This design comes from an exercise in tuning for small area, a short achievable clock period and few clock cycles per item on the open sky130 flow, not from production work.
The RTL was checked by simulation tests, not by an equivalence proof against the original design.

`standard.sh`:
```
#!/bin/bash
# synth_recipe.tcl (not shown) runs the flow's synth.tcl, then flattens the netlist and writes it again
# the make line also repeats each setting of config.mk as NAME=value (left out here)
make -C /OpenROAD-flow-scripts/flow DESIGN_CONFIG=/design/flow/config.mk WORK_HOME=/design/flow/orfs CLKGATE_MAP_FILE= SYNTH_SCRIPT=/design/flow/synth_recipe.tcl "${@:-finish}"
```
`constraint.sdc`:
```
create_clock -name core_clock -period 110.0 [get_ports {clk}]
set_input_delay 22.0000 -clock core_clock [delete_from_list [all_inputs] [get_ports {clk}]]
set_output_delay 22.0000 -clock core_clock [all_outputs]
set_load 0.01 [all_outputs]
```
`config.mk`:
```
export PLATFORM = sky130hd
export DESIGN_NAME = bilin_simd4_top
export DESIGN_NICKNAME = bilin_simd4_top
export VERILOG_FILES = /design/flow/design.v
export SDC_FILE = /design/flow/constraint.sdc
export NUM_CORES = 4
export LEC_CHECK = 0
export CAP_MARGIN = 20
export CORE_MARGIN = 2
export CORE_UTILIZATION = 40
export SLEW_MARGIN = 20
```
`design.v`:
```
`default_nettype none
package bilin_pkg;
  typedef logic [15:0] dim_t;
  typedef logic [7:0] pix_t;
  typedef logic [7:0] frac_t;
  typedef logic [8:0] weight_t;
  typedef logic [15:0] scale_t;
  typedef logic [23:0] fix_t;
  typedef logic [31:0] acc_t;
  typedef logic [19-1:0] addr_t;
  typedef struct packed {
    dim_t  col;
    frac_t fx;
    addr_t addr;
    logic  in_range;
  } lane_coord_t;
  typedef struct packed {
    dim_t  row;
    frac_t fy;
  } row_coord_t;
  typedef struct packed {
    logic  en;
    addr_t addr;
    pix_t  data;
  } wr_port_t;
  typedef logic [1:0] nbr_sel_t;
  typedef enum logic [3:0] {
    S_IDLE,
    S_INIT,
    S_ROW_START,
    S_SETUP,
    S_A00,
    S_D00,
    S_A10,
    S_D10,
    S_A01,
    S_D01,
    S_A11,
    S_D11,
    S_MUL,
    S_WRITE,
    S_ADVANCE,
    S_DONE
  } ctrl_state_t;
endpackage
`default_nettype wire
`default_nettype none
module bilin_rca #(
  parameter int N = 8
) (
  input  wire logic [N-1:0] a,
  input  wire logic [N-1:0] b,
  input  wire logic         ci,
  output logic      [N-1:0] s,
  output logic              co
);
  logic [N:0] c;
  assign c[0] = ci;
  for (genvar i = 0; i < N; i++) begin : g_bit
    assign s[i]   = a[i] ^ b[i] ^ c[i];
    assign c[i+1] = (a[i] & b[i]) | (c[i] & (a[i] ^ b[i]));
  end
  assign co = c[N];
endmodule
module bilin_dec #(
  parameter int N = 8
) (
  input  wire logic [N-1:0] a,
  input  wire logic         c,
  output logic      [N-1:0] s
);
  logic [N:0] bw;
  assign bw[0] = c;
  for (genvar i = 0; i < N; i++) begin : g_bit
    assign s[i]    = a[i] ^ bw[i];
    assign bw[i+1] = bw[i] & ~a[i];
  end
endmodule
module bilin_vmul (
  input  wire logic [7:0]  i_fy,
  input  wire logic [7:0]  i_n0,
  input  wire logic [7:0]  i_n1,
  output logic      [15:0] o_v
);
  logic [8:0] d;
  logic       d_co;
  bilin_rca #(.N(9)) u_d (
    .a  ({1'b0, i_n1}),
    .b  ({1'b1, ~i_n0}),
    .ci (1'b1),
    .s  (d),
    .co (d_co)
  );
  logic [7:0][15:0] rows;
  for (genvar k = 0; k < 8; k++) begin : g_row
    logic [8:0] r;
    assign r[7:0]  = d[7:0] & {8{i_fy[k]}};
    assign r[8]    = ~(d[8] & i_fy[k]);
    assign rows[k] = 16'({7'd0, r} << k);
  end
  assign o_v = {i_n0, 8'd0} + 16'h0100 + rows[0] + rows[1] + rows[2] + rows[3] +
               rows[4] + rows[5] + rows[6] + rows[7];
endmodule
module bilin_hmul (
  input  wire logic [7:0]  i_fx,
  input  wire logic [15:0] i_vl,
  input  wire logic [16:0] i_dd,
  output logic      [7:0]  o_pix
);
  logic [7:0][23:0] rows;
  for (genvar k = 0; k < 8; k++) begin : g_row
    logic [16:0] r;
    assign r[15:0] = i_dd[15:0] & {16{i_fx[k]}};
    assign r[16]   = ~(i_dd[16] & i_fx[k]);
    assign rows[k] = 24'({7'd0, r} << k);
  end
  logic [23:0] sm;
  assign sm = {i_vl, 8'd0} + 24'h018000 + rows[0] + rows[1] + rows[2] + rows[3] +
              rows[4] + rows[5] + rows[6] + rows[7];
  assign o_pix = sm[23:16];
endmodule
`default_nettype wire
`default_nettype none
module bilin_simd4_top (
  input  wire logic        clk,
  input  wire logic        rst_n,
  input  wire logic        i_start,
  input  wire logic [15:0] i_in_w,
  input  wire logic [15:0] i_in_h,
  input  wire logic [15:0] i_scale,
  input  wire logic [31:0] i_rd_data,
  output logic             o_busy,
  output logic             o_done,
  output logic [15:0]      o_out_w,
  output logic [15:0]      o_out_h,
  output logic [75:0]      o_rd_addr,
  output logic [3:0]       o_wr_en,
  output logic [75:0]      o_wr_addr,
  output logic [31:0]      o_wr_data
);
  localparam int LANES = 3;
  localparam logic [1:0] ST_IDLE  = 2'd0;
  localparam logic [1:0] ST_SETUP = 2'd1;
  localparam logic [1:0] ST_RUN   = 2'd2;
  localparam logic [1:0] ST_DONE  = 2'd3;
  logic [1:0] st;
  logic [1:0] st_n;
  logic       st_run;
  logic       busy_r;
  logic       done_r;
  assign st_run = st == ST_RUN;
  assign o_busy = busy_r;
  assign o_done = done_r;
  logic [15:0] wr;
  logic [15:0] hr;
  logic [15:0] sr;
  always_ff @(posedge clk) begin
    wr <= i_in_w;
    hr <= i_in_h;
  end
  logic [15:0] drem;
  logic [15:0] inv;
  logic [15:0] pwh;
  logic [15:0] phh;
  logic [23:0] pw;
  logic [23:0] ph;
  logic [3:0]  cnt;
  logic        sfirst;
  assign o_out_w = pwh;
  assign o_out_h = phh;
  assign pw      = {pwh, rem[7:0]};
  assign ph      = {phh, rem[15:8]};
  assign drem    = gap;
  assign cnt     = mcnt;
  assign sr      = rows_left;
  logic [3:0]  sp;
  logic [3:0]  sk0;
  logic [3:0]  sk;
  logic [15:0] drem_e;
  always_comb begin
    sp = 4'd0;
    for (int b = 0; b < 16; b++) begin
      if (sr[b]) sp = 4'(b);
    end
    sk0 = sp[3] ? sp : (4'd0 - sp);
    sk  = sfirst ? sk0 : cnt;
    drem_e = drem;
    if (sfirst) begin
      drem_e = 16'd0;
      drem_e[4'd15 - sk0] = 1'b1;
    end
  end
  logic [16:0] drem2;
  logic [16:0] dsub;
  logic        dge;
  logic        sbit;
  logic [15:0] inv_n;
  logic [23:0] pw_n;
  logic [23:0] ph_n;
  logic        pw_co;
  logic        ph_co;
  logic        setup_last;
  assign drem2 = {drem_e, 1'b0};
  assign sbit  = sr[sk];
  assign inv_n = {sfirst ? 15'd0 : inv[14:0], dge};
  assign setup_last = (st == ST_SETUP) && !sfirst && (cnt == 4'd0);
  bilin_rca #(.N(17)) u_div (
    .a (drem2), .b (~{1'b0, sr}), .ci (1'b1), .s (dsub), .co (dge)
  );
  bilin_rca #(.N(24)) u_pw (
    .a (sfirst ? 24'd0 : {pw[22:0], 1'b0}), .b ({8'd0, wr & {16{sbit}}}), .ci (1'b0),
    .s (pw_n), .co (pw_co)
  );
  bilin_rca #(.N(24)) u_ph (
    .a (sfirst ? 24'd0 : {ph[22:0], 1'b0}), .b ({8'd0, hr & {16{sbit}}}), .ci (1'b0),
    .s (ph_n), .co (ph_co)
  );
  always_ff @(posedge clk) begin
    if (st == ST_SETUP) begin
      inv <= inv_n;
      pwh <= pw_n[23:8];
      phh <= ph_n[23:8];
    end
  end
  logic [15:0] wm2;
  logic [15:0] hm2;
  logic        wm2_co;
  logic        hm2_co;
  bilin_rca #(.N(16)) u_wm2 (.a (wr), .b (16'hfffe), .ci (1'b0), .s (wm2), .co (wm2_co));
  bilin_rca #(.N(16)) u_hm2 (.a (hr), .b (16'hfffe), .ci (1'b0), .s (hm2), .co (hm2_co));
  logic [3:0] hb;
  always_comb begin
    hb = 4'd0;
    for (int b = 0; b < 16; b++) begin
      if (hr[b]) hb = 4'(b);
    end
  end
  logic [3:0][18:0] ra;
  assign o_rd_addr = {ra[3], ra[2], ra[1], ra[0]};
  logic [7:0]  fx0;
  logic [15:0] gap;
  logic        cached;
  logic [15:0] rem;
  logic [7:0]  fyc;
  logic [23:0] sy;
  logic [15:0] rows_left;
  logic [18:0] mb;
  logic [3:0]  mcnt;
  logic        mbusy;
  logic        iss;
  logic        waitrow;
  logic [18:0] xi;
  logic [18:0] xq;
  bilin_dec #(.N(19)) u_xi (.a (ra[0]), .c (cached), .s (xi));
  bilin_dec #(.N(19)) u_xq (.a (ra[2]), .c (cached), .s (xq));
  logic        sy_le;
  logic        sy_cl;
  logic [15:0] syd;
  logic [15:0] rn;
  logic [7:0]  fyn;
  bilin_rca #(.N(16)) u_sycl (.a (hm2), .b (~sy[23:8]), .ci (1'b1), .s (syd), .co (sy_le));
  assign sy_cl = !sy_le;
  assign rn    = sy_cl ? hm2 : sy[23:8];
  assign fyn   = sy_cl ? 8'hff : sy[7:0];
  logic [LANES:1][17:0] tj;
  logic [LANES:1]       tj_co;
  bilin_rca #(.N(18)) u_t1 (
    .a ({10'd0, fx0}), .b ({2'd0, inv}), .ci (1'b0), .s (tj[1]), .co (tj_co[1])
  );
  if (LANES >= 2) begin : g_t2
    bilin_rca #(.N(18)) u_t2 (
      .a ({10'd0, fx0}), .b ({1'd0, inv, 1'b0}), .ci (1'b0), .s (tj[2]), .co (tj_co[2])
    );
  end
  if (LANES >= 3) begin : g_t3
    logic [17:0] ca;
    logic [17:0] cb;
    logic [17:0] cc;
    logic [17:0] cs;
    logic [17:0] cy;
    assign ca = {10'd0, fx0};
    assign cb = {2'd0, inv};
    assign cc = {1'd0, inv, 1'b0};
    assign cs = ca ^ cb ^ cc;
    assign cy = (ca & cb) | (ca & cc) | (cb & cc);
    bilin_rca #(.N(18)) u_t3 (
      .a (cs), .b ({cy[16:0], 1'b0}), .ci (1'b0), .s (tj[3]), .co (tj_co[3])
    );
  end
  logic                 gbig;
  logic [LANES:1][9:0]  dj;
  logic [LANES:1]       gge;
  logic [LANES:1]       clj;
  logic [LANES:1]       le0;
  logic [LANES:1]       le1;
  logic [LANES:1]       le2;
  logic [LANES:1]       eq1;
  logic g_z;
  logic g_1;
  logic g_le2;
  assign gbig  = |gap[15:10];
  assign g_z   = gap == 16'd0;
  assign g_1   = gap == 16'd1;
  assign g_le2 = gap <= 16'd2;
  for (genvar j = 1; j <= LANES; j++) begin : g_cl
    logic [9:0] gd;
    assign dj[j] = tj[j][17:8];
    bilin_rca #(.N(10)) u_cmp (.a (gap[9:0]), .b (~dj[j]), .ci (1'b1), .s (gd), .co (gge[j]));
    assign clj[j] = !gbig && !gge[j];
    assign le0[j] = clj[j] ? g_z : (dj[j] == 10'd0);
    assign le1[j] = clj[j] ? (g_z || g_1) : (dj[j][9:1] == 9'd0);
    assign eq1[j] = clj[j] ? g_1 : (dj[j] == 10'd1);
    assign le2[j] = clj[j] ? g_le2 : ((dj[j][9:2] == 8'd0) && !(dj[j][1] && dj[j][0]));
  end
  logic [LANES-1:0]      emit;
  logic [LANES-1:0][7:0] fxj;
  logic [LANES-1:0]      selj;
  logic [2:0]            e_n;
  logic                  row_end;
  logic [7:0]            te;
  logic [9:0]            de;
  logic                  cle;
  logic                  le0e;
  logic                  le1e;
  logic                  le2e;
  logic                  cached_n;
  logic                  cidx;
  always_comb begin
    emit[0] = 1'b1;
    fxj[0]  = fx0;
    selj[0] = !cached;
    for (int j = 1; j < LANES; j++) begin
      emit[j] = emit[j-1] && (rem > 16'(j)) && (cached ? le1[j] : le0[j]);
      fxj[j]  = clj[j] ? 8'hff : tj[j][7:0];
      selj[j] = cached ? eq1[j] : 1'b1;
    end
    if (LANES == 3) begin
      emit[2] = emit[1] && (rem > 16'd2) && (cached ? eq1[2] : le0[2]);
      selj[2] = 1'b1;
    end
    e_n = 3'd1;
    for (int j = 1; j < LANES; j++) begin
      if (emit[j]) e_n = 3'(j + 1);
    end
    row_end = rem <= {13'd0, e_n};
    te   = tj[1][7:0];
    de   = dj[1];
    cle  = clj[1];
    le0e = le0[1];
    le1e = le1[1];
    le2e = le2[1];
    for (int j = 2; j <= LANES; j++) begin
      if (e_n == 3'(j)) begin
        te   = tj[j][7:0];
        de   = dj[j];
        cle  = clj[j];
        le0e = le0[j];
        le1e = le1[j];
        le2e = le2[j];
      end
    end
    cached_n = cached ? (le2e && !le0e) : le1e;
    cidx = cached ? !le1e : !le0e;
  end
  logic last_row;
  logic newrow;
  logic rowstart;
  assign last_row = rows_left == 16'd1;
  assign newrow   = st_run && (iss ? (row_end && !last_row) : waitrow) && !mbusy;
  assign rowstart = setup_last || newrow;
  logic [15:0] delta;
  logic        cached_nn;
  logic [19:0] a0_s;
  logic [19:0] a2_s;
  logic [18:0] a0_n;
  logic [18:0] a1_n;
  logic [18:0] a2_n;
  logic [18:0] a3_n;
  logic [1:0]  a_co;
  assign delta     = cle ? gap : {6'd0, de};
  assign cached_nn = !rowstart && cached_n;
  logic [1:0] as_co;
  bilin_rca #(.N(20)) u_a0 (
    .a ({rowstart ? mb : xi, 1'b1}), .b ({3'd0, rowstart ? 16'd0 : delta, cached_nn}), .ci (1'b0),
    .s (a0_s), .co (as_co[0])
  );
  bilin_rca #(.N(20)) u_a2 (
    .a ({rowstart ? mb : xq, 1'b1}), .b ({3'd0, rowstart ? wr : delta, cached_nn}), .ci (1'b0),
    .s (a2_s), .co (as_co[1])
  );
  assign a0_n = a0_s[19:1];
  assign a2_n = a2_s[19:1];
  bilin_rca #(.N(19)) u_a1 (.a (a0_n), .b (19'd0), .ci (1'b1), .s (a1_n), .co (a_co[0]));
  bilin_rca #(.N(19)) u_a3 (.a (a2_n), .b (19'd0), .ci (1'b1), .s (a3_n), .co (a_co[1]));
  logic [15:0] gap_sub;
  logic        gap_co;
  bilin_rca #(.N(16)) u_gap (.a (gap), .b (~{6'd0, de}), .ci (1'b1), .s (gap_sub), .co (gap_co));
  logic [15:0] rem_sub;
  logic        rem_co;
  bilin_rca #(.N(16)) u_rem (.a (rem), .b (~{13'd0, e_n}), .ci (1'b1), .s (rem_sub), .co (rem_co));
  logic [23:0] sy_add;
  logic        sy_co;
  bilin_rca #(.N(24)) u_sy (.a (sy), .b ({8'd0, inv}), .ci (1'b0), .s (sy_add), .co (sy_co));
  logic [15:0] rl_sub;
  logic        rl_co;
  bilin_rca #(.N(16)) u_rl (.a (rows_left), .b (16'hffff), .ci (1'b0), .s (rl_sub), .co (rl_co));
  logic [18:0] mb_add;
  logic        mb_co;
  bilin_rca #(.N(19)) u_mb (
    .a ({mb[17:0], 1'b0}), .b ({3'd0, wr & {16{rn[mcnt]}}}), .ci (1'b0), .s (mb_add), .co (mb_co)
  );
  logic [LANES-1:0]      v1;
  logic [LANES-1:0][7:0] fx1;
  logic [LANES-1:0]      sel1;
  logic [7:0]            fy1;
  logic                  cidx1;
  logic                  fin1;
  logic [31:0]           nd;
  logic [15:0]           vc;
  always_comb begin
    st_n = st;
    case (st)
      ST_IDLE:  if (i_start) st_n = ST_SETUP;
      ST_SETUP: if (setup_last) st_n = (pw_n[23:8] == 16'd0) ? ST_DONE : ST_RUN;
      ST_RUN:   if (fin1) st_n = ST_DONE;
      default:  st_n = ST_IDLE;
    endcase
  end
  always_ff @(posedge clk or negedge rst_n) begin
    if (!rst_n) begin
      st      <= ST_IDLE;
      busy_r  <= 1'b0;
      done_r  <= 1'b0;
      sfirst  <= 1'b0;
      iss     <= 1'b0;
      waitrow <= 1'b0;
      mbusy   <= 1'b0;
      v1      <= '0;
      fin1    <= 1'b0;
    end else begin
      st     <= st_n;
      busy_r <= (st_n == ST_SETUP) || (st_n == ST_RUN);
      done_r <= st_n == ST_DONE;
      sfirst <= (st == ST_IDLE) && i_start;
      fin1   <= 1'b0;
      v1     <= '0;
      if (setup_last) begin
        iss   <= pw_n[23:8] != 16'd0;
        mbusy <= 1'b1;
      end else if (st_run) begin
        if (iss) begin
          v1 <= emit;
          if (row_end) begin
            if (last_row) begin
              iss  <= 1'b0;
              fin1 <= 1'b1;
            end else if (mbusy) begin
              iss     <= 1'b0;
              waitrow <= 1'b1;
            end
          end
        end else if (newrow) begin
          iss     <= 1'b1;
          waitrow <= 1'b0;
        end
        if (newrow) begin
          mbusy <= 1'b1;
        end else if (mcnt == 4'd0) begin
          mbusy <= 1'b0;
        end
      end else begin
        mbusy <= 1'b0;
      end
    end
  end
  always_ff @(posedge clk) begin
    ra[0]  <= a0_n;
    ra[1]  <= a1_n;
    ra[2]  <= a2_n;
    ra[3]  <= a3_n;
    cached <= cached_nn;
    fx0    <= rowstart ? 8'd0 : (cle ? 8'hff : te);
    if (rowstart) begin
      gap <= wm2;
      rem <= setup_last ? pw_n[23:8] : pwh;
    end else if (st == ST_SETUP) begin
      gap <= 16'(dge ? dsub : drem2);
      rem <= {ph_n[7:0], pw_n[7:0]};
    end else begin
      gap <= cle ? 16'd0 : gap_sub;
      rem <= rem_sub;
    end
    if (rowstart || st == ST_SETUP) begin
      mb   <= 19'd0;
      mcnt <= rowstart ? hb : (sk - 4'd1);
    end else if (mbusy) begin
      mb   <= mb_add;
      mcnt <= mcnt - 4'd1;
    end
    if (setup_last) begin
      fyc       <= 8'd0;
      sy        <= {8'd0, inv_n};
      rows_left <= ph_n[23:8];
    end else if (st == ST_IDLE || st == ST_SETUP) begin
      rows_left <= i_scale;
    end else if (newrow) begin
      fyc       <= fyn;
      sy        <= sy_add;
      rows_left <= rl_sub;
    end
    fx1   <= fxj;
    sel1  <= selj;
    fy1   <= fyc;
    cidx1 <= cidx;
    nd    <= i_rd_data;
  end
  logic [15:0] vn1;
  logic [15:0] vn2;
  bilin_vmul u_v1 (.i_fy (fy1), .i_n0 (nd[7:0]),  .i_n1 (nd[23:16]), .o_v (vn1));
  bilin_vmul u_v2 (.i_fy (fy1), .i_n0 (nd[15:8]), .i_n1 (nd[31:24]), .o_v (vn2));
  logic [16:0] dl0;
  logic [16:0] dl1;
  logic        dl0_co;
  logic        dl1_co;
  bilin_rca #(.N(17)) u_dl0 (.a ({1'b0, vn1}), .b (~{1'b0, vc}),  .ci (1'b1), .s (dl0), .co (dl0_co));
  bilin_rca #(.N(17)) u_dl1 (.a ({1'b0, vn2}), .b (~{1'b0, vn1}), .ci (1'b1), .s (dl1), .co (dl1_co));
  logic [LANES-1:0][7:0] pix;
  for (genvar j = 0; j < LANES; j++) begin : g_h
    bilin_hmul u_h (
      .i_fx  (fx1[j]),
      .i_vl  (sel1[j] ? vn1 : vc),
      .i_dd  (sel1[j] ? dl1 : dl0),
      .o_pix (pix[j])
    );
  end
  logic [LANES-1:0]       wen;
  logic [LANES-1:0][18:0] wad;
  logic [LANES-1:0][7:0]  wdt;
  logic [1:0]             wcnt;
  logic [18:0]            wa0_n;
  logic                   wa0_co;
  always_comb begin
    wcnt = 2'd0;
    for (int j = 0; j < LANES; j++) wcnt = wcnt + {1'b0, wen[j]};
  end
  bilin_rca #(.N(19)) u_wa0 (
    .a (setup_last ? 19'd0 : wad[0]), .b ({17'd0, setup_last ? 2'd0 : wcnt}), .ci (1'b0),
    .s (wa0_n), .co (wa0_co)
  );
  always_ff @(posedge clk) begin
    vc <= cidx1 ? vn2 : vn1;
    wdt <= pix;
    wad[0] <= wa0_n;
  end
  for (genvar j = 1; j < LANES; j++) begin : g_wad
    logic [18:0] wj;
    logic        wj_co;
    bilin_rca #(.N(19)) u_wj (.a (wa0_n), .b (19'(j)), .ci (1'b0), .s (wj), .co (wj_co));
    always_ff @(posedge clk) wad[j] <= wj;
  end
  always_ff @(posedge clk or negedge rst_n) begin
    if (!rst_n) begin
      wen <= '0;
    end else begin
      wen <= v1;
    end
  end
  always_comb begin
    o_wr_en   = '0;
    o_wr_addr = '0;
    o_wr_data = '0;
    for (int j = 0; j < LANES; j++) begin
      o_wr_en[j]            = wen[j];
      o_wr_addr[19*j +: 19] = wad[j];
      o_wr_data[8*j +: 8]   = wdt[j];
    end
  end
endmodule
`default_nettype wire
```
`flow/run.sh`:
```
#!/bin/bash
# Layout flow: the standard ORFS flow, except that the buffers put on
# every input and output port are sky130_fd_sc_hd__buf_2 instead of the
# delay cell that buffer_ports picks by default. Everything else, synthesis
# included, is standard.sh unchanged.
set -euo pipefail
bash standard.sh "BUFFER_PORTS_ARGS=-buffer_cell sky130_fd_sc_hd__buf_2" finish > standard_flow.log 2>&1
```
==> results.yml, run 1 <==
run_status:
  status: "no timing/DRC/antenna violations"
cts:
  cts_setup_buffers: 0
  path_clk_slew_ns: 0.07
  ctsRootBufferMaster: "clkbuf_16"
  cts_tree: "built"
  cts_num_sinks: 446
  cts_max_level: 2
  cts_buffer_depth: 3
  cts_made_buffers: 53
  cts_hold_buffers: 0
  clkLatencyLatePin_ns: 0.67
  cts_resized: 0
sta:
  finClkSkew_ns: 0.05004
  relSlewSlack_pct: 27.66
  rsz0062_at_grt: "false"
  fmaxAchievable_mhz: 42.98
  tightest_slew_ns: 1.085
  tns_ns: 0
  slew_viol_final: 0
  period_needed_ns: 23.27
  setup_violations: 0
  finalCritPeriodShare_pct: 21.15
  hold_violations: 0
yosys:
  synth_mux_area_share_pct: 2.949
  syn_area_mm2: 0.04285
  ys_ff_latch: 446
  synthTopCellsByCount: "inv_1 (702), fa_1 (609), ha_1 (515), nand2_1 (453), dfxtp_1 (347)"
  yosys.area_share.simple_pct: 13.25
  ys.flop_type: "dfxtp_1"
  synth_compound_area_share_pct: 6.760
  synth_area_leaders: "fa_1 (28%), dfxtp_1 (16%), ha_1 (15%)"
  synth.most_common_cell: "inv_1"
  postSynthAreaPerCell_um2: 9.925
  synth-xor-area-share_pct: 1.913
  synth_top_family_by_area: "adder cells"
  yosys_warnings: 1
  synthAdderAreaFrac_pct: 43.49
  netlist.area_leader.share_pct: 28.45
  netlist_instances: 4317
  synth_top_area_cell: "fa_1"
  synth_edf_count: 84
  seq_area_frac_synth_pct: 22.98
  synth_cell_types: 85
  async_flop_share_pct: 3.363
final_layout:
  seqCellArea_mm2: 0.009848
  fillerInstances: 10310
  multi_input_area_mm2: 0.02945
  area_growth_pct: 10.15
  nNetsFinal: 5701
  drive_above_1_share_pct: 10.49
global_route:
  grt_pass1_vias: 31080
  grt_start_max_net_pins: 75
  gr-total-overflow: 0
  grt_pass1_wl_um: 171800
  antenna_found_initial: 8
  grtUsageTotal_pct: 19.68
worst_setup_path:
  path_cells: "buf_2"
  cp.arrival_ns: 1.27
  rrSetupSlack_ns: 91.86
  cp-start-kind: "register"
  path_delay_family: "flip-flops"
  worstPathRequired_ns: 88.00
  slowest_stage: "edfxtp_1"
  worst-path-buf-inv: 1
  critPathLaunch: "pwh[0]"
  crit_type: "register to primary output"
  cp-end-kind: "primary output"
  rr_startpoint: "inv[1]"
  worstPathMaxFanout: 3
  critPathMaxStageDelay_ns: 0.41
detailed_routing:
  drt-initial-drc-count: 1444
  wl_per_cell_um: 18.01
  detail-route-antenna-nets: 0
  drc: 0
  vias: 29780
  viasPerCell: 5.009
  drt-pass1-iter-count: 5
  wl_um: 107000
placement:
  port_buffers: 276
  dpl.hpwl_um: 85670
  gp_congestion: 0.8960
floorplan:
  core.rowCount: 120
  initial_core_util_pct: 40.19
  dieHeight_um: 331.3
  io_pins: 305
  dieArea_mm2: 0.1098
  coreArea_mm2: 0.1066
  die_w_um: 331.3
min_path:
  min-delay-start: "fyc[0]"
  hold_path_class: "register to register"
flow_run:
  cap_violations: 0
## flip-flops by register name, summed over array words and instances, names as in the netlist, 19 cells and up
register,count
wad,56
ra,76
nd,32
sy,24
mb,19
fx1,24
wdt,24
## stage by stage
step	util (%)	hold WS [ns]	instance area (um2)	setup slack, ns	std cells
2_1_floorplan	-	0.3308	42970	87.38	4350
3_3_place_gp	42.49	0.3431	45290	87.25	5842
3_5_place_dp	42.49	0.3391	45290	87.19	5842
4_1_cts	44.26	0.3272	47190	86.69	5941
5_1_grt	44.27	0.3439	47190	86.67	5942
6_report	44.27	0.3388	47190	86.73	5944
## cell usage in the layout, fill, tap and decap left out, drive strengths merged, types with 29 or more instances in the layout
cell / count
clkbuf: 64
nor3: 63
conb: 34
inv: 715
a21oi: 123
nor2b: 67
dfxtp: 347
mux2i: 73
nand2: 453
buf: 303
fa: 609
xnor2: 65
nand2b: 56
nand3: 29
mux2: 31
a21o: 34
and2: 265
ha: 515
edfxtp: 84
nor2: 160
o21ai: 147
## cells by family (layout without fill, tap and decap cells)
| family | Yosys count | in the layout |
|---|---|---|
| compound gates | 461 | 461 |
| xor+xnor | 92 | 92 |
| fa+ha+maj | 1124 | 1124 |
| buf+inv | 921 | 1109 |
| flops | 446 | 446 |
| mux | 112 | 112 |
| other cells | 1 | 37 |
| simple gates | 1160 | 1160 |
## per-layer routing
layer	global-route usage, %	wire length, um
met5	0	57
met4	5.052	2763
met3	4.168	6338
met1	25.26	45890
met2	33.69	52000
## final timing paths
path,end,depth (start not counted)
min in group asynchronous,st[0],1
max in group asynchronous,sfirst,1
hold / removal,fy1[0],0
hold reg to reg,fy1[0],0
setup reg to reg,ra[37],51
setup / recovery,o_out_w[0],1
## area by class of cell
type / instances / area share [%]
multi-input cells: 2983 / 62.41
flip-flops and latches: 446 / 20.87
inverters: 707 / 5.623
well taps: 1403 / 3.720
repair buffers: 303 / 3.356
clock buffers: 64 / 3.136
clock inverters: 35 / 0.8749
diodes: 3 / 0.01591
Testbench counts, summed over its fixed seeds: cycles 24,827, items 58,680.
==> run 2, diff against run 1 <==
--- a/design.v
+++ b/design.v
@@ -77,4 +77,41 @@
   end
 endmodule
+module bilin_bk #(
+  parameter int N = 16,
+  parameter int L = 4
+) (
+  input  wire logic [N-1:0] a,
+  input  wire logic [N-1:0] b,
+  output logic      [N-1:0] s
+);
+  logic [2*L-1:0][N-1:0] g;
+  logic [2*L-1:0][N-1:0] p;
+  assign g[0] = a & b;
+  assign p[0] = a ^ b;
+  for (genvar l = 0; l < L; l++) begin : g_up
+    for (genvar i = 0; i < N; i++) begin : g_bit
+      if ((i % (2 << l)) == ((2 << l) - 1)) begin : g_node
+        assign g[l+1][i] = g[l][i] | (p[l][i] & g[l][i - (1 << l)]);
+        assign p[l+1][i] = p[l][i] & p[l][i - (1 << l)];
+      end else begin : g_wire
+        assign g[l+1][i] = g[l][i];
+        assign p[l+1][i] = p[l][i];
+      end
+    end
+  end
+  for (genvar m = 0; m < L - 1; m++) begin : g_dn
+    localparam int LV = L - 2 - m;
+    for (genvar i = 0; i < N; i++) begin : g_bit
+      if ((i % (2 << LV)) == ((1 << LV) - 1) && i >= (2 << LV)) begin : g_node
+        assign g[L+m+1][i] = g[L+m][i] | (p[L+m][i] & g[L+m][i - (1 << LV)]);
+        assign p[L+m+1][i] = p[L+m][i] & p[L+m][i - (1 << LV)];
+      end else begin : g_wire
+        assign g[L+m+1][i] = g[L+m][i];
+        assign p[L+m+1][i] = p[L+m][i];
+      end
+    end
+  end
+  assign s = p[0] ^ {g[2*L-1][N-2:0], 1'b0};
+endmodule
 module bilin_vmul (
   input  wire logic [7:0]  i_fy,
@@ -92,5 +129,7 @@
     .co (d_co)
   );
-  logic [7:0][15:0] rows;
+  logic [9:0][15:0] rows;
+  assign rows[8] = {i_n0, 8'd0};
+  assign rows[9] = 16'h0100;
   for (genvar k = 0; k < 8; k++) begin : g_row
     logic [8:0] r;
@@ -99,6 +138,14 @@
     assign rows[k] = 16'({7'd0, r} << k);
   end
-  assign o_v = {i_n0, 8'd0} + 16'h0100 + rows[0] + rows[1] + rows[2] + rows[3] +
-               rows[4] + rows[5] + rows[6] + rows[7];
+  logic [8:0][15:0] cs_s;
+  logic [8:0][15:0] cs_c;
+  assign cs_s[0] = rows[8];
+  assign cs_c[0] = rows[9];
+  for (genvar k = 0; k < 8; k++) begin : g_csa
+    assign cs_s[k+1] = cs_s[k] ^ cs_c[k] ^ rows[k];
+    assign cs_c[k+1] = {(cs_s[k][14:0] & cs_c[k][14:0]) | (cs_s[k][14:0] & rows[k][14:0]) |
+                        (cs_c[k][14:0] & rows[k][14:0]), 1'b0};
+  end
+  bilin_bk #(.N(16), .L(4)) u_fin (.a (cs_s[8]), .b (cs_c[8]), .s (o_v));
 endmodule
 module bilin_hmul (
@@ -108,5 +155,7 @@
   output logic      [7:0]  o_pix
 );
-  logic [7:0][23:0] rows;
+  logic [9:0][23:0] rows;
+  assign rows[8] = {i_vl, 8'd0};
+  assign rows[9] = 24'h018000;
   for (genvar k = 0; k < 8; k++) begin : g_row
     logic [16:0] r;
@@ -115,7 +164,17 @@
     assign rows[k] = 24'({7'd0, r} << k);
   end
+  logic [8:0][23:0] cs_s;
+  logic [8:0][23:0] cs_c;
+  assign cs_s[0] = rows[8];
+  assign cs_c[0] = rows[9];
+  for (genvar k = 0; k < 8; k++) begin : g_csa
+    assign cs_s[k+1] = cs_s[k] ^ cs_c[k] ^ rows[k];
+    assign cs_c[k+1] = {(cs_s[k][22:0] & cs_c[k][22:0]) | (cs_s[k][22:0] & rows[k][22:0]) |
+                        (cs_c[k][22:0] & rows[k][22:0]), 1'b0};
+  end
+  logic [31:0] sm32;
   logic [23:0] sm;
-  assign sm = {i_vl, 8'd0} + 24'h018000 + rows[0] + rows[1] + rows[2] + rows[3] +
-              rows[4] + rows[5] + rows[6] + rows[7];
+  bilin_bk #(.N(32), .L(5)) u_fin (.a ({8'd0, cs_s[8]}), .b ({8'd0, cs_c[8]}), .s (sm32));
+  assign sm = sm32[23:0];
   assign o_pix = sm[23:16];
 endmodule
==> results.yml, run 2 <==
run_status:
  status: "no timing/DRC/antenna violations"
cts:
  cts_made_buffers: 53
  clkLatencyLatePin_ns: 0.65
  cts_resized: 0
  cts_hold_buffers: 0
  cts_tree: "built"
  ctsRootBufferMaster: "clkbuf_16"
  cts_setup_buffers: 0
  path_clk_slew_ns: 0.07
  cts_num_sinks: 446
  cts_buffer_depth: 3
  cts_max_level: 2
global_route:
  grt_pass1_wl_um: 163200
  grtUsageTotal_pct: 19.18
  grt_pass1_vias: 29700
  antenna_found_initial: 6
  grt_start_max_net_pins: 59
  gr-total-overflow: 0
floorplan:
  io_pins: 305
  core.rowCount: 118
  die_w_um: 326.4
  dieHeight_um: 326.4
  dieArea_mm2: 0.1065
  initial_core_util_pct: 40.22
  coreArea_mm2: 0.1033
final_layout:
  top_regs: "ra x76, wad x56, nd x32"
  drive_above_1_share_pct: 10.84
  fillerInstances: 10180
  largest_register_ffs: 76
  utilization_pct: 44.29
  nNetsFinal: 5468
  area_growth_pct: 10.10
  layout_common_cells: "inv_1 (672), fa_1 (634), nand2_1 (485), ha_1 (412), dfxtp_1 (345)"
  regMostFlops: "ra"
  final_common_cell: "inv_1"
yosys:
  synth_mux_area_share_pct: 2.889
  synth_area_leaders: "fa_1 (31%), dfxtp_1 (17%), ha_1 (12%)"
  yosys.area_share.simple_pct: 13.52
  synthAdderAreaFrac_pct: 43.01
  ys.flop_type: "dfxtp_1"
  ys_ff_latch: 446
  postSynthAreaPerCell_um2: 9.957
  synth-xor-area-share_pct: 1.243
  synth_top_family_by_area: "adder cells"
  seq_area_frac_synth_pct: 23.68
  synth_top_area_cell: "fa_1"
  synth_edf_count: 84
  synth.most_common_cell: "inv_1"
  syn_area_mm2: 0.04157
  netlist_instances: 4175
  synth_cell_types: 81
  synth_compound_area_share_pct: 6.872
  yosys_warnings: 1
  async_flop_share_pct: 3.363
  netlist.area_leader.share_pct: 30.53
  synthTopCellsByCount: "inv_1 (674), fa_1 (634), nand2_1 (485), ha_1 (412), dfxtp_1 (347)"
worst_setup_path:
  crit_type: "register to primary output"
  path_delay_family: "flip-flops"
  cp-end-kind: "primary output"
  critPathMaxStageDelay_ns: 0.43
  timing.rr.end: "wdt[7]"
  reg2reg_depth: 54
  rrSetupSlack_ns: 90.87
  slowest_stage: "edfxtp_1"
  cp.arrival_ns: 1.26
  worstPathRequired_ns: 88.00
  rr_startpoint: "nd[0]"
  worst-path-buf-inv: 1
  cp-start-kind: "register"
  worstPathMaxFanout: 3
  path_cells: "buf_2"
sta:
  tns_ns: 0
  slew_viol_final: 0
  setup_violations: 0
  hold_violations: 0
  tightest_slew_ns: 1.131
  rsz0062_at_grt: "false"
  period_needed_ns: 23.26
  finalCritPeriodShare_pct: 21.14
  fmaxAchievable_mhz: 43.00
  relSlewSlack_pct: 24.30
  finClkSkew_ns: 0.03344
detailed_routing:
  drt-pass1-iter-count: 5
  wl_um: 99950
  detail-route-antenna-nets: 0
  viasPerCell: 4.917
  wl_per_cell_um: 17.34
  vias: 28340
  drc: 0
  drt-initial-drc-count: 1633
flow_run:
  cap_violations: 0
min_path:
  hold_path_class: "register to register"
  worstHoldEndpoint: "fy1[3]"
  min-delay-start: "fyc[3]"
  hold_path_depth: 0
placement:
  port_buffers: 276
  gp_congestion: 0.8951
  dpl.hpwl_um: 79920
run 2: worst register-to-register path, delay by kind of cell, from the launching register on:
family,cells,cell delay (ns)
buffers and inverters,5,0.34
xor gates and xnor gates,4,0.77
adders and majority gates,34,15.21
AOI/OAI and AO/OA,7,1.81
and+or+nand+nor,4,0.52
DFF,1,0.34
run 2: logic make-up after synthesis:
logic type,count (synthesis)
flops,446
xor+xnor,59
buf+inv,902
mux,108
compound gates,454
simple gates,1156
fa+ha+maj,1049
other cells,1
run 2: area by class of cell:
type | count | area (um2) | share of cell area (%)
tap | 1380 | 1727 | 3.772
clock inverter | 28 | 349.1 | 0.7627
timing repair buffer | 303 | 1584 | 3.461
inverter | 675 | 2534 | 5.536
clock buffer | 70 | 1504 | 3.286
multi-input combinational | 2860 | 28220 | 61.66
sequential | 446 | 9848 | 21.52
antenna | 1 | 2.502 | 0.005467
run 2: worst max path at each step:
stage                     startpoint     endpoint  slack, ns  depth (start not counted)
after floorplan              i_start       busy_r      87.24                          4
after global placement       i_start       busy_r      87.08                          5
after detailed placement     i_start       busy_r      87.06                          5
after CTS                    pwh[14]  o_out_w[14]      86.69                          1
after global routing         pwh[14]  o_out_w[14]      86.69                          1
final                        pwh[14]  o_out_w[14]      86.74                          1
run 2: per-stage QoR:
stage	worst slack, ns	instances	cell area, um2	hold slack (ns)
6_report	86.74	5763	45770	0.3472
3_3_place_gp	87.08	5663	43910	0.3565
5_1_grt	86.69	5763	45770	0.3391
3_5_place_dp	87.06	5663	43910	0.3567
2_1_floorplan	87.24	4208	41690	0.3308
4_1_cts	86.69	5761	45760	0.3316
run 2: layer usage:
metal	GRT usage [%]	routed length [um]
met1	25.84	44490
met5	0	62
met3	2.897	4499
met4	4.866	2443
met2	32.34	48450
Testbench counts of run 2, summed over its fixed seeds: cycles 24,827, items 58,680.
==> run 3, diff against run 2 <==
==> flow/run.sh (replaced) <==
#!/bin/bash
# Layout flow: the standard ORFS flow, except that the buffers put on
# every input and output port are sky130_fd_sc_hd__buf_1 instead of the
# delay cell that buffer_ports picks by default. Everything else, synthesis
# included, is standard.sh unchanged.
set -euo pipefail
bash standard.sh "BUFFER_PORTS_ARGS=-buffer_cell sky130_fd_sc_hd__buf_1" finish > standard_flow.log 2>&1
==> results.yml, run 3 <==
detailed_routing:
  viasPerCell: 4.900
  drt-pass1-iter-count: 5
  detail-route-antenna-nets: 0
  wl_um: 98970
  vias: 28240
  drc: 0
  drt-initial-drc-count: 1357
  wl_per_cell_um: 17.17
floorplan:
  core.rowCount: 118
  coreArea_mm2: 0.1033
  dieHeight_um: 326.4
  dieArea_mm2: 0.1065
  initial_core_util_pct: 40.22
  io_pins: 305
  die_w_um: 326.4
sta:
  tightest_slew_ns: 1.031
  setup_slack_ns: 86.71
  tns_ns: 0
  finalCritPeriodShare_pct: 21.17
  rsz0062_at_grt: "false"
  fmaxAchievable_mhz: 42.94
  hold_violations: 0
  period_needed_ns: 23.29
  slew_viol_final: 0
  relSlewSlack_pct: 31.12
  setup_violations: 0
  finClkSkew_ns: 0.04372
run_status:
  status: "no timing/DRC/antenna violations"
worst_setup_path:
  cp.arrival_ns: 1.29
  timing.rr.end: "wdt[15]"
  cp-end-kind: "primary output"
  worstPathMaxFanout: 3
  slowest_stage: "edfxtp_1"
  path_cells: "buf_1"
  reg2reg_depth: 55
  rr_startpoint: "nd[0]"
  crit_type: "register to primary output"
  rrSetupSlack_ns: 90.93
  cp-start-kind: "register"
  path_delay_family: "flip-flops"
  worstPathRequired_ns: 88.00
  critPathMaxStageDelay_ns: 0.35
  worst-path-buf-inv: 1
cts:
  path_clk_slew_ns: 0.06
  cts_max_level: 2
  cts_setup_buffers: 0
  clkLatencyLatePin_ns: 0.66
  cts_hold_buffers: 0
  cts_buffer_depth: 3
  ctsRootBufferMaster: "clkbuf_16"
  cts_tree: "built"
  cts_resized: 0
  cts_made_buffers: 54
  cts_num_sinks: 446
global_route:
  gr-total-overflow: 0
  grt_pass1_vias: 29500
  grtUsageTotal_pct: 19.13
  grt_pass1_wl_um: 162000
  grt_start_max_net_pins: 59
  antenna_found_initial: 3
final_layout:
  nNetsFinal: 5469
  drive_above_1_share_pct: 4.677
  regMostFlops: "ra"
  postLayoutCellArea_mm2: 0.04544
  top_regs: "ra x76, wad x56, nd x32"
  layout_common_cells: "inv_1 (672), fa_1 (634), nand2_1 (485), ha_1 (412), dfxtp_1 (345)"
  area_growth_pct: 9.303
  final_common_cell: "inv_1"
  largest_register_ffs: 76
  antenna_cells: 0
flow_run:
  cap_violations: 0
yosys:
  yosys_warnings: 1
  netlist.area_leader.share_pct: 30.53
  postSynthAreaPerCell_um2: 9.957
  seq_area_frac_synth_pct: 23.68
  synthTopCellsByCount: "inv_1 (674), fa_1 (634), nand2_1 (485), ha_1 (412), dfxtp_1 (347)"
  synth_area_leaders: "fa_1 (31%), dfxtp_1 (17%), ha_1 (12%)"
  syn_area_mm2: 0.04157
  ys.flop_type: "dfxtp_1"
  synth_edf_count: 84
  ys_ff_latch: 446
  async_flop_share_pct: 3.363
  synth_top_area_cell: "fa_1"
  netlist_instances: 4175
  synth_cell_types: 81
  synth.most_common_cell: "inv_1"
placement:
  dpl_cell_area_mm2: 0.04357
  dpl.hpwl_um: 79750
  place_ws_ns: 87.08
  gp_congestion: 0.8834
  port_buffers: 276
min_path:
  min-delay-start: "fyc[3]"
  worstHoldEndpoint: "fy1[3]"
  hold_path_class: "register to register"
  hold_path_depth: 0
## run 3: worst max path at each step
stage | start | end | slack [ns] | cells after the start
detailed placement | i_start | busy_r | 87.08 | 5
CTS | pwh[0] | o_out_w[0] | 86.67 | 1
floorplan | i_start | busy_r | 87.24 | 4
global route | pwh[0] | o_out_w[0] | 86.64 | 1
finish | pwh[0] | o_out_w[0] | 86.71 | 1
global placement | i_start | busy_r | 87.09 | 5
## run 3: layer usage
layer | part of all wire, % | routed length [um] | GRT usage, % | vias up
li1 | - | - | - | 13450
met1 | 44 | 43330 | 25.47 | 14030
met2 | 48 | 47260 | 31.61 | 619
met3 | 5.5 | 5448 | 3.674 | 138
met4 | 2.9 | 2902 | 5.724 | 4
met5 | 0.021 | 21 | 0 | -
## run 3: final cells by class
type / count / area, um2
inverter: 675 / 2534
clock inverter: 32 / 337.8
sequential: 446 / 9848
multi-input combinational: 2860 / 28230
timing repair buffer: 303 / 1239
fill: 10120 / 57910
clock buffer: 67 / 1524
tap: 1380 / 1727
## run 3: cells by family (layout without fill, tap and decap cells)
| kind of cell | Yosys count | in the layout | share of synthesized area (%) |
|---|---|---|---|
| AOI/OAI and AO/OA | 454 | 454 | 6.872 |
| xor gates and xnor gates | 59 | 59 | 1.243 |
| DFF | 446 | 446 | 23.68 |
| adders and majority gates | 1049 | 1049 | 43.01 |
| muxes | 108 | 108 | 2.889 |
| buffers and inverters | 902 | 1077 | 8.777 |
| other | 1 | 34 | 0.009021 |
| and+or+nand+nor | 1156 | 1156 | 13.52 |
## run 3: per-stage QoR
stage | instances | hold slack (ns) | util, %
finish | 5763 | 0.3512 | 43.96
global route | 5763 | 0.3599 | 43.96
CTS | 5763 | 0.3585 | 43.96
detailed placement | 5664 | 0.3514 | 42.16
global placement | 5664 | 0.3427 | 42.16
floorplan | 4208 | 0.3308 | -
==> run 4, diff against run 3 <==
--- a/config.mk
+++ b/config.mk
@@ -8,4 +8,4 @@
 export CAP_MARGIN = 20
 export CORE_MARGIN = 2
-export CORE_UTILIZATION = 40
+export CORE_UTILIZATION = 60
 export SLEW_MARGIN = 20
==> results.yml, run 4 <==
final_layout:
  regMostFlops: "ra"
  nNetsFinal: 5463
  largest_register_ffs: 76
  fillerInstances: 5839
  final_common_cell: "inv_1"
  layout_common_cells: "inv_1 (672), fa_1 (634), nand2_1 (485), ha_1 (412), dfxtp_1 (345)"
  area_growth_pct: 7.750
  top_regs: "ra x76, wad x56, nd x32"
  drive_above_1_share_pct: 4.368
  postLayoutCellArea_mm2: 0.04479
sta:
  slew_viol_final: 0
  tightest_slew_ns: 0.9486
  rsz0062_at_grt: "false"
  fmaxAchievable_mhz: 43.07
  hold_violations: 0
  tns_ns: 0
  relSlewSlack_pct: 36.61
  finClkSkew_ns: 0.02753
  whs_ns: 0.3422
  setup_violations: 0
  finalCritPeriodShare_pct: 21.11
  period_needed_ns: 23.22
yosys:
  synthTopCellsByCount: "inv_1 (674), fa_1 (634), nand2_1 (485), ha_1 (412), dfxtp_1 (347)"
  synth_top_area_cell: "fa_1"
  synth.most_common_cell: "inv_1"
  synth_edf_count: 84
  postSynthAreaPerCell_um2: 9.957
  async_flop_share_pct: 3.363
  seq_area_frac_synth_pct: 23.68
  yosys_warnings: 1
  netlist.area_leader.share_pct: 30.53
  netlist_instances: 4175
  synth_cell_types: 81
  ys.flop_type: "dfxtp_1"
  synth_area_leaders: "fa_1 (31%), dfxtp_1 (17%), ha_1 (12%)"
  ys_ff_latch: 446
  syn_area_mm2: 0.04157
worst_setup_path:
  timing.rr.end: "wdt[15]"
  worst-path-buf-inv: 1
  crit_type: "register to primary output"
  cp-end-kind: "primary output"
  rrSetupSlack_ns: 90.62
  cp.arrival_ns: 1.22
  worstPathMaxFanout: 1
  reg2reg_depth: 55
  path_cells: "buf_1"
  rr_startpoint: "nd[0]"
  worstPathRequired_ns: 88.00
  critPathMaxStageDelay_ns: 0.35
  path_delay_family: "flip-flops"
  slowest_stage: "dfrtp_1"
  cp-start-kind: "register"
detailed_routing:
  vias: 28330
  wl_per_cell_um: 18.22
  viasPerCell: 5.337
  wl_um: 96670
  drt-initial-drc-count: 1448
  drc: 0
  detail-route-antenna-nets: 0
  drt-pass1-iter-count: 5
global_route:
  antenna_found_initial: 2
  grtUsageTotal_pct: 28.16
  grt_pass1_wl_um: 156900
  grt_start_max_net_pins: 67
  grt_pass1_vias: 29370
  gr-total-overflow: 0
floorplan:
  coreArea_mm2: 0.06859
  dieArea_mm2: 0.07140
  initial_core_util_pct: 60.61
  dieHeight_um: 267.2
  io_pins: 305
  core.rowCount: 96
  die_w_um: 267.2
cts:
  cts_num_sinks: 446
  cts_tree: "built"
  clkLatencyLatePin_ns: 0.62
  cts_max_level: 2
  ctsRootBufferMaster: "clkbuf_16"
  path_clk_slew_ns: 0.07
  cts_resized: 0
  cts_buffer_depth: 3
  cts_setup_buffers: 0
  cts_made_buffers: 50
  cts_hold_buffers: 0
flow_run:
  cap_violations: 0
min_path:
  min-delay-start: "fyc[2]"
  hold_path_depth: 0
  worstHoldEndpoint: "fy1[2]"
  hold_path_class: "register to register"
run_status:
  status: "no timing/DRC/antenna violations"
placement:
  gp_congestion: 0.9151
  dpl.hpwl_um: 78200
  dpl_cell_area_mm2: 0.04299
  port_buffers: 276
-- run 4: worst max-delay path by stage --
stage / start / end / cells after the start
floorplan: i_start / busy_r / 4
global placement: i_start / busy_r / 5
detailed placement: i_start / busy_r / 5
CTS: done_r / o_done / 1
global route: pwh[1] / o_out_w[1] / 1
finish: done_r / o_done / 1
-- run 4: per-layer routing --
metal  track usage, %  share of wire [%]  wire, um
met3            3.384                4.0      3880
met5                0             0.0083         8
met2            50.19                 52     49830
met4            9.201                3.5      3348
met1            35.61                 41     39600
-- run 4: final cells by class --
type	count	area, um2	area share, %
multi-input cells	2860	28220	63.01
flip-flops and latches	446	9849	21.99
inverters	675	2534	5.657
clock buffers	66	1440	3.215
repair buffers	301	1224	2.732
well taps	931	1165	2.601
clock inverters	25	350.3	0.7821
diodes	3	7.507	0.01676
-- run 4: logic make-up after synthesis --
kind of cell	after synthesis	share of synthesized area (%)
buf+inv	902	8.777
flops	446	23.68
compound gates	454	6.872
simple gates	1156	13.52
other cells	1	0.009021
mux	108	2.889
fa+ha+maj	1049	43.01
xor+xnor	59	1.243
-- run 4: stage by stage --
step / setup WS [ns] / cells / utilization [%]
after floorplan: 87.24 / 4208 / -
after global placement: 87.05 / 5212 / 62.67
after detailed placement: 87.03 / 5212 / 62.67
after CTS: 86.74 / 5303 / 65.28
after global routing: 86.74 / 5304 / 65.30
final: 86.78 / 5307 / 65.31
==> run 5, diff against run 4 <==
--- a/config.mk
+++ b/config.mk
@@ -8,4 +8,6 @@
 export CAP_MARGIN = 20
 export CORE_MARGIN = 2
-export CORE_UTILIZATION = 60
+export CORE_UTILIZATION = 40
+export CTS_CLUSTER_DIAMETER = 80
+export CTS_CLUSTER_SIZE = 32
 export SLEW_MARGIN = 20
==> results.yml, run 5 <==
worst_setup_path:
  rr_startpoint: "nd[0]"
  cp-end-kind: "primary output"
  path_cells: "buf_1"
  path_delay_family: "flip-flops"
  slowest_stage: "edfxtp_1"
  crit_type: "register to primary output"
  worstPathRequired_ns: 88.00
  cp-start-kind: "register"
  worst-path-buf-inv: 1
  worstPathMaxFanout: 3
  critPathLaunch: "pwh[0]"
  cp.arrival_ns: 1.29
  critPathMaxStageDelay_ns: 0.37
sta:
  finClkSkew_ns: 0.06229
  period_needed_ns: 23.29
  finalCritPeriodShare_pct: 21.17
  hold_violations: 0
  rsz0062_at_grt: "false"
  slew_viol_final: 0
  tns_ns: 0
  tightest_slew_ns: 1.041
  fmaxAchievable_mhz: 42.94
  setup_violations: 0
  relSlewSlack_pct: 30.43
  setup_slack_ns: 86.71
detailed_routing:
  wl_per_cell_um: 17.11
  drt-pass1-iter-count: 6
  viasPerCell: 4.907
  vias: 28100
  detail-route-antenna-nets: 0
  wl_um: 97980
  drt-initial-drc-count: 1435
  drc: 0
final_layout:
  regMostFlops: "ra"
  largest_register_ffs: 76
  antenna_cells: 0
  layout_common_cells: "inv_1 (672), fa_1 (634), nand2_1 (485), ha_1 (412), dfxtp_1 (345)"
  final_common_cell: "inv_1"
  top_regs: "ra x76, wad x56, nd x32"
  drive_above_1_share_pct: 3.958
  nNetsFinal: 5449
  area_growth_pct: 8.073
flow_run:
  cap_violations: 0
cts:
  cts_tree: "built"
  path_clk_slew_ns: 0.11
  cts_hold_buffers: 0
  cts_resized: 0
  cts_max_level: 2
  cts_setup_buffers: 0
  ctsRootBufferMaster: "clkbuf_16"
  cts_buffer_depth: 3
  cts_made_buffers: 34
  cts_num_sinks: 446
  clkLatencyLatePin_ns: 0.64
min_path:
  hold_path_class: "register to register"
  min-delay-start: "fyc[3]"
global_route:
  antenna_found_initial: 3
  grtUsageTotal_pct: 18.95
  grt_pass1_wl_um: 160500
  grt_start_max_net_pins: 59
  gr-total-overflow: 0
  grt_pass1_vias: 29130
yosys:
  syn_area_mm2: 0.04157
  netlist_instances: 4175
  synth_area_leaders: "fa_1 (31%), dfxtp_1 (17%), ha_1 (12%)"
  synth_edf_count: 84
  synthTopCellsByCount: "inv_1 (674), fa_1 (634), nand2_1 (485), ha_1 (412), dfxtp_1 (347)"
  seq_area_frac_synth_pct: 23.68
  async_flop_share_pct: 3.363
  synth.most_common_cell: "inv_1"
  netlist.area_leader.share_pct: 30.53
  synth_top_area_cell: "fa_1"
  ys_ff_latch: 446
  synth_cell_types: 81
  postSynthAreaPerCell_um2: 9.957
  ys.flop_type: "dfxtp_1"
  yosys_warnings: 1
floorplan:
  core.rowCount: 118
  initial_core_util_pct: 40.22
  coreArea_mm2: 0.1033
  io_pins: 305
  dieArea_mm2: 0.1065
  dieHeight_um: 326.4
  die_w_um: 326.4
placement:
  port_buffers: 276
  dpl.hpwl_um: 79750
  place_ws_ns: 87.08
  gp_congestion: 0.8834
run_status:
  status: "no timing/DRC/antenna violations"
[run 5: cell counts after synthesis]
No cell type changed its count.
[run 5: path summary, 6_finish.rpt]
| check | cells after the start | slack (ns) | end |
|---|---|---|---|
| max in group asynchronous | 1 | 88.01 | sfirst |
| worst min-delay path | 0 | 0.36 | fy1[3] |
| worst max-delay path | 1 | 86.71 | o_out_w[0] |
| worst max register to register | 55 | 90.92 | wdt[15] |
| worst min register to register | 0 | 0.36 | fy1[3] |
| min in group asynchronous | 1 | 21.42 | wen[1] |
[run 5: layout make-up]
type / count / area (um2)
Timing Repair Buffer: 303 / 1239
Tap cell: 1380 / 1727
Clock inverter: 28 / 499.2
Multi-Input combinational cell: 2860 / 28230
Clock buffer: 34 / 850.8
Inverter: 675 / 2534
Fill cell: 10160 / 58420
Sequential cell: 446 / 9848
[run 5: logic make-up after synthesis]
kind of cell,count (synthesis),synth area share [%]
simple gates,1156,13.52
fa+ha+maj,1049,43.01
buf+inv,902,8.777
compound gates,454,6.872
flops,446,23.68
mux,108,2.889
xor+xnor,59,1.243
other cells,1,0.009021
[run 5: worst reg2reg max path: cells and delay by family, from the launching register on]
| kind | cells | cell delay [ns] |
|---|---|---|
| xor+xnor | 4 | 0.71 |
| fa+ha+maj | 34 | 14.83 |
| buf+inv | 5 | 0.34 |
| flops | 1 | 0.33 |
| simple gates | 4 | 0.53 |
| compound gates | 8 | 2.23 |
[run 5: per-layer routing]
| metal | GRT usage (%) | vias to the layer above | routed length (um) |
|---|---|---|---|
| li1 | - | 13390 | - |
| met1 | 25.42 | 14010 | 43120 |
| met2 | 31.59 | 583 | 47090 |
| met3 | 3.455 | 117 | 5276 |
| met4 | 4.876 | 4 | 2473 |
| met5 | 0 | - | 21 |
[run 5: through the flow]
stage                     std cells  area, um2  util (%)  hold WS, ns
after floorplan                4208      41690         -       0.3308
after global placement         5664      43570     42.16       0.3427
after detailed placement       5664      43570     42.16       0.3514
after CTS                      5726      44920     43.46       0.3681
after global routing           5726      44930     43.47       0.3696
final                          5726      44930     43.47       0.3646
==> run 6, diff against run 5 <==
--- a/config.mk
+++ b/config.mk
@@ -8,6 +8,5 @@
 export CAP_MARGIN = 20
 export CORE_MARGIN = 2
-export CORE_UTILIZATION = 40
-export CTS_CLUSTER_DIAMETER = 80
-export CTS_CLUSTER_SIZE = 32
+export CORE_UTILIZATION = 60
+export CTS_BUF_LIST = sky130_fd_sc_hd__clkbuf_4 sky130_fd_sc_hd__clkbuf_8 sky130_fd_sc_hd__clkbuf_16
 export SLEW_MARGIN = 20
==> results.yml, run 6 <==
cts:
  cts_num_sinks: 446
  cts_setup_buffers: 0
  cts_hold_buffers: 0
  cts_tree: "built"
  clkLatencyLatePin_ns: 0.62
  path_clk_slew_ns: 0.07
  ctsRootBufferMaster: "clkbuf_16"
  cts_made_buffers: 50
  cts_resized: 0
  cts_max_level: 2
  cts_buffer_depth: 3
global_route:
  grt_pass1_wl_um: 157000
  grt_pass1_vias: 29380
  gr-total-overflow: 0
  grt_start_max_net_pins: 67
  grtUsageTotal_pct: 28.16
  antenna_found_initial: 2
yosys:
  synth.most_common_cell: "inv_1"
  seq_area_frac_synth_pct: 23.68
  async_flop_share_pct: 3.363
  netlist_instances: 4175
  netlist.area_leader.share_pct: 30.53
  ys.flop_type: "dfxtp_1"
  synthTopCellsByCount: "inv_1 (674), fa_1 (634), nand2_1 (485), ha_1 (412), dfxtp_1 (347)"
  synth_top_area_cell: "fa_1"
  synth_cell_types: 81
  synth_edf_count: 84
  yosys_warnings: 1
  postSynthAreaPerCell_um2: 9.957
  synth_area_leaders: "fa_1 (31%), dfxtp_1 (17%), ha_1 (12%)"
  ys_ff_latch: 446
  syn_area_mm2: 0.04157
final_layout:
  stdcell_count: 5307
  layout_common_cells: "inv_1 (672), fa_1 (634), nand2_1 (485), ha_1 (412), dfxtp_1 (345)"
  nNetsFinal: 5463
  area_growth_pct: 7.802
  drive_above_1_share_pct: 4.482
  final_common_cell: "inv_1"
  utilization_pct: 65.34
  largest_register_ffs: 76
  regMostFlops: "ra"
  top_regs: "ra x76, wad x56, nd x32"
worst_setup_path:
  path_cells: "buf_1"
  critPathMaxStageDelay_ns: 0.35
  cp.arrival_ns: 1.23
  worst-path-buf-inv: 1
  rrSetupSlack_ns: 90.65
  worstPathMaxFanout: 1
  cp-start-kind: "register"
  rr_startpoint: "nd[0]"
  cp-end-kind: "primary output"
  timing.rr.end: "wdt[15]"
  crit_type: "register to primary output"
  slowest_stage: "dfrtp_1"
  worstPathRequired_ns: 88.00
  path_delay_family: "flip-flops"
  reg2reg_depth: 55
sta:
  slew_viol_final: 0
  hold_violations: 0
  rsz0062_at_grt: "false"
  fmaxAchievable_mhz: 43.06
  relSlewSlack_pct: 36.52
  tightest_slew_ns: 0.9499
  finClkSkew_ns: 0.02744
  setup_violations: 0
  finalCritPeriodShare_pct: 21.11
  tns_ns: 0
  period_needed_ns: 23.23
placement:
  dpl.hpwl_um: 78200
  dp.cells: 5212
  gp_congestion: 0.9151
  port_buffers: 276
detailed_routing:
  drt-pass1-iter-count: 5
  wl_um: 96800
  detail-route-antenna-nets: 0
  drc: 0
  wl_per_cell_um: 18.24
  vias: 28300
  viasPerCell: 5.333
  drt-initial-drc-count: 1558
min_path:
  hold_path_class: "register to register"
  min-delay-start: "fyc[2]"
  hold_path_depth: 0
  worstHoldEndpoint: "fy1[2]"
floorplan:
  dieHeight_um: 267.2
  io_pins: 305
  initial_core_util_pct: 60.61
  die_w_um: 267.2
  dieArea_mm2: 0.07140
  coreArea_mm2: 0.06859
  core.rowCount: 96
flow_run:
  cap_violations: 0
run_status:
  status: "no timing/DRC/antenna violations"
==> run 6: cell types whose count changed in the layout (fill, tap and decap cells not counted), moves of 6 or more <==
cell	before	now
bufinv_16	0	6
clkbuf_16	34	53
clkbuf_4	0	7
clkbuf_8	0	6
clkinv_8	6	0
inv_12	7	0
==> run 6: cell type report <==
type,count,area (um2)
Sequential cell,446,9849
Clock buffer,66,1461
Multi-Input combinational cell,2860,28220
Tap cell,931,1165
Inverter,675,2534
Clock inverter,25,350.3
Timing Repair Buffer,301,1224
Antenna cell,3,7.507
Fill cell,5844,23770
==> run 6: routing by layer <==
| metal | global-route usage [%] | share of wire [%] | up-vias |
|---|---|---|---|
| met2 | 50.21 | 51 | 556 |
| met3 | 3.384 | 4.4 | 147 |
| met5 | 0 | 0.0083 | - |
| met4 | 9.201 | 3.4 | 2 |
| li1 | - | - | 13450 |
| met1 | 35.61 | 41 | 14150 |
==> run 6: worst max path at each step <==
stage / start / cells past startpoint / end
2_1_floorplan: i_start / 4 / busy_r
4_1_cts: done_r / 1 / o_done
3_5_place_dp: i_start / 5 / busy_r
5_1_grt: pwh[1] / 1 / o_out_w[1]
6_report: done_r / 1 / o_done
3_3_place_gp: i_start / 5 / busy_r
==> run 6: cells by family (layout without fill, tap and decap cells) <==
family	count (synthesis)	in the layout	share of synthesized area, %
AOI/OAI and AO/OA	454	454	6.872
xor gates and xnor gates	59	59	1.243
adders and majority gates	1049	1049	43.01
buffers and inverters	902	1067	8.777
DFF	446	446	23.68
muxes	108	108	2.889
other	1	37	0.009021
and+or+nand+nor	1156	1156	13.52
==> run 6: through the flow <==
stage	cell area [um2]	hold slack [ns]	setup slack, ns
after floorplan	41690	0.3308	87.24
after global placement	42990	0.3364	87.05
after detailed placement	42990	0.3372	87.03
after CTS	44800	0.3453	86.74
after global routing	44810	0.3587	86.74
final	44810	0.3444	86.77

[separate check: timing with driven ports]
In the flow no input, the clock included, has a driving cell. The finished layouts below were timed again as built, in two steps. Step 1: set_driving_cell puts a clkbuf_16 on clk and a buf_2 on each other input, an assumption about the parent block. Step 2 times the ports against the registers' clock, not the clock port: input delays grow and output delays shrink by t, the midpoint of the rising clock arrivals with the driver on. Slacks: no drivers / after step 1 / after step 2; pairs: no drivers / after step 1.
| run | t (ns) | setup WS [ns] | worst setup path after step 2 | clock arrival spread, ns | worst slew at a driven data input, ns |
|---|---|---|---|---|---|
| run 1 | 0.721 | 86.733 / 86.662 / 87.226 | input to register | 0.050 / 0.050 | 0.09 |
| run 2 | 0.699 | 86.744 / 86.681 / 87.025 | input to register | 0.034 / 0.034 | 0.07 |
| run 3 | 0.708 | 86.711 / 86.640 / 87.086 | input to register | 0.045 / 0.045 | 0.07 |
| run 4 | 0.676 | 86.784 / 86.715 / 87.032 | input to register | 0.027 / 0.028 | 0.10 |
| run 5 | 0.679 | 86.711 / 86.641 / 87.100 | input to register | 0.068 / 0.069 | 0.07 |
| run 6 | 0.675 | 86.774 / 86.705 / 87.040 | input to register | 0.028 / 0.028 | 0.10 |
After both steps every run listed still meets setup and hold.
